From an optimization exercise on the open Yosys and OpenROAD flow, aimed at a short achievable clock period and few clock cycles; shortcuts taken in it are not production practice. RTL that was checked went through simulation tests only; none was proved equivalent to the original. No activity file was given, so power comes from the tool's default toggle rates.

==> flow/design.v (excerpt) <==
module core_top #(
  parameter logic [31:0] RESET_PC = '0
) (
  input  wire          clk_i,
  input  wire          reset_i,
  input  wire          stall_i,
  output logic         rom_en_o,
  output logic [31:0]  rom_addr_o,
  input  wire  [31:0]  rom_data_i,
  output logic         ram_en_o,
  output logic         ram_we_o,
  output logic [31:0]  ram_addr_o,
  output logic [31:0]  ram_wdata_o,
  input  wire  [31:0]  ram_rdata_i,
  output logic         debug_wb_en_o,
  output logic [4:0]   debug_wb_addr_o,
  output logic [31:0]  debug_wb_data_o,
  output logic [31:0]  debug_pc_o
);
Size in the first run: roughly 5700 cells after synthesis, roughly 1600 flip-flops.
Settings: LEC_CHECK=0, CAP_MARGIN=20, CORE_MARGIN=2, CORE_UTILIZATION=50, SETUP_SLACK_MARGIN=5, SLEW_MARGIN=20, SYNTH_HIERARCHICAL=1, SYNTH_MINIMUM_KEEP_SIZE=0; clock period 9.0 ns.
standard.sh (not shown) runs the stock make flow with config.mk's settings and CLKGATE_MAP_FILE= SYNTH_SCRIPT=/design/flow/synth_recipe.tcl, a recipe that flattens the netlist after the stock synthesis.
==> flow/flow/run.sh <==
#!/bin/bash
# The standard layout (standard.sh), with one change: ports are buffered
# with buf_8 cells rather than the cell buffer_ports picks by itself (a
# slow delay buffer), so that I/O paths start from a strong, fast buffer.
set -euo pipefail
export BUFFER_PORTS_ARGS="-buffer_cell sky130_fd_sc_hd__buf_8"
bash standard.sh > standard.log 2>&1
The first run produced a clean layout.
Edit:
==> flow/run.sh (new file) <==
#!/bin/bash
# synth_recipe.tcl (not shown) runs the flow's synth.tcl, then flattens the netlist and writes it again
# the make line also repeats each setting of config.mk as NAME=value (left out here)
make -C /OpenROAD-flow-scripts/flow DESIGN_CONFIG=/design/flow/config.mk WORK_HOME=/design/flow/orfs CLKGATE_MAP_FILE= SYNTH_SCRIPT=/design/flow/synth_recipe.tcl finish
removed: flow/flow/run.sh
removed: flow/standard.sh
After rerunning: The new run passed the timing, DRC and antenna checks; clock-buffer cell count stays the same; setup slack gets worse by 0.018 ns; clock power barely changes; cell count increases by 1.3%; total power stays flat; die area is unchanged.
No run of this note included a check of the RTL's function; only the layout flow was run.

========
core_top, a different RTL version from the one above (not shown whole).
For scale: roughly 6100 cells after synthesis, about 1700 flip-flops, about 240 I/O pins, about 0.080 mm2 of cells after synthesis.
Design core_top, start of the top module:
module core_top #(
  parameter logic [31:0] RESET_PC = '0
) (
  input  wire          clk_i,
  input  wire          reset_i,
  input  wire          stall_i,
  output logic         rom_en_o,
  output logic [31:0]  rom_addr_o,
  input  wire  [31:0]  rom_data_i,
  output logic         ram_en_o,
  output logic         ram_we_o,
  output logic [31:0]  ram_addr_o,
  output logic [31:0]  ram_wdata_o,
  input  wire  [31:0]  ram_rdata_i,
  output logic         debug_wb_en_o,
  output logic [4:0]   debug_wb_addr_o,
  output logic [31:0]  debug_wb_data_o,
  output logic [31:0]  debug_pc_o
);
export LEC_CHECK = 0
export CAP_MARGIN = 20
export CORE_MARGIN = 2
export CORE_UTILIZATION = 50
export SETUP_SLACK_MARGIN = 5
export SLEW_MARGIN = 20
export SYNTH_HIERARCHICAL = 1
export SYNTH_MINIMUM_KEEP_SIZE = 0
export TNS_END_PERCENT = 5
create_clock -name core_clock -period 9.0 [get_ports {clk_i}]
run.sh (not shown) runs the stock make flow with config.mk's settings and CLKGATE_MAP_FILE= SYNTH_SCRIPT=/design/flow/synth_recipe.tcl, a recipe that flattens the netlist after the stock synthesis.
Stock flow here: none of the scripts above is used.
The first run ran to the end with no violations.
Testbench counts at the start, summed over its fixed seeds: cycles 21,214.
Then changed:
Settings changed: CORE_UTILIZATION 50 to 42, TNS_END_PERCENT 5 to default.
=> Synthesized cell count stays the same; die area went up by 19%; total power is lower by 0.47%; combinational power is about the same; clock skew goes up by 24 ps; non-clock buffer count rose by 13; maximum frequency increases by 3.4%; area after synthesis is unchanged; clock power is lower by about 1%; utilization decreases by 8.9 points; global-route usage is lower by 7.9 points.
Then changed:
Settings changed: CORE_UTILIZATION 42 to 50.
=> Maximum frequency goes up by 0.67%. Wire length goes up by 0.96%. Synthesized area stays the same.

-- separate check: timing with driven ports --
No port has a modelled driver above. Below, the same layouts with a new extraction and two added sets of constraints. Step 1 (the two cells are an assumption about what drives the block):
set clk [get_ports {clk_i}]
set_driving_cell -lib_cell sky130_fd_sc_hd__clkbuf_16 $clk
set_driving_cell -lib_cell sky130_fd_sc_hd__buf_2 [delete_from_list [all_inputs] $clk]
Step 2 moves the port delays by t, midway between the first and last clock arrival at a register: inputs arrive t later, outputs are due t later. That takes back most of the time a late clock gives input paths. a / b / c = ideal ports / drivers / drivers and shift; a / b = the first two.
run | t, ns | setup WS [ns] | latest minus earliest clock arrival (ns)
the first run of note 1 | 0.891 | 4.630 / 4.597 / 3.706 | 0.058 / 0.057
the second run of note 1 | 0.919 | 4.611 / 4.576 / 3.658 | 0.030 / 0.031
the first run of note 2 | 0.902 | 4.720 / 4.738 / 3.886 | 0.042 / 0.042
the second run of note 2 | 0.917 | 4.860 / 4.846 / 3.956 | 0.074 / 0.073
the third run of note 2 | 0.921 | 4.888 / 4.862 / 4.025 | 0.062 / 0.062
After both steps every run listed still meets setup and hold. The setup slack of the second run of note 1, which loses most, moves by -0.035 ns with the drivers and by -0.953 ns with both steps.
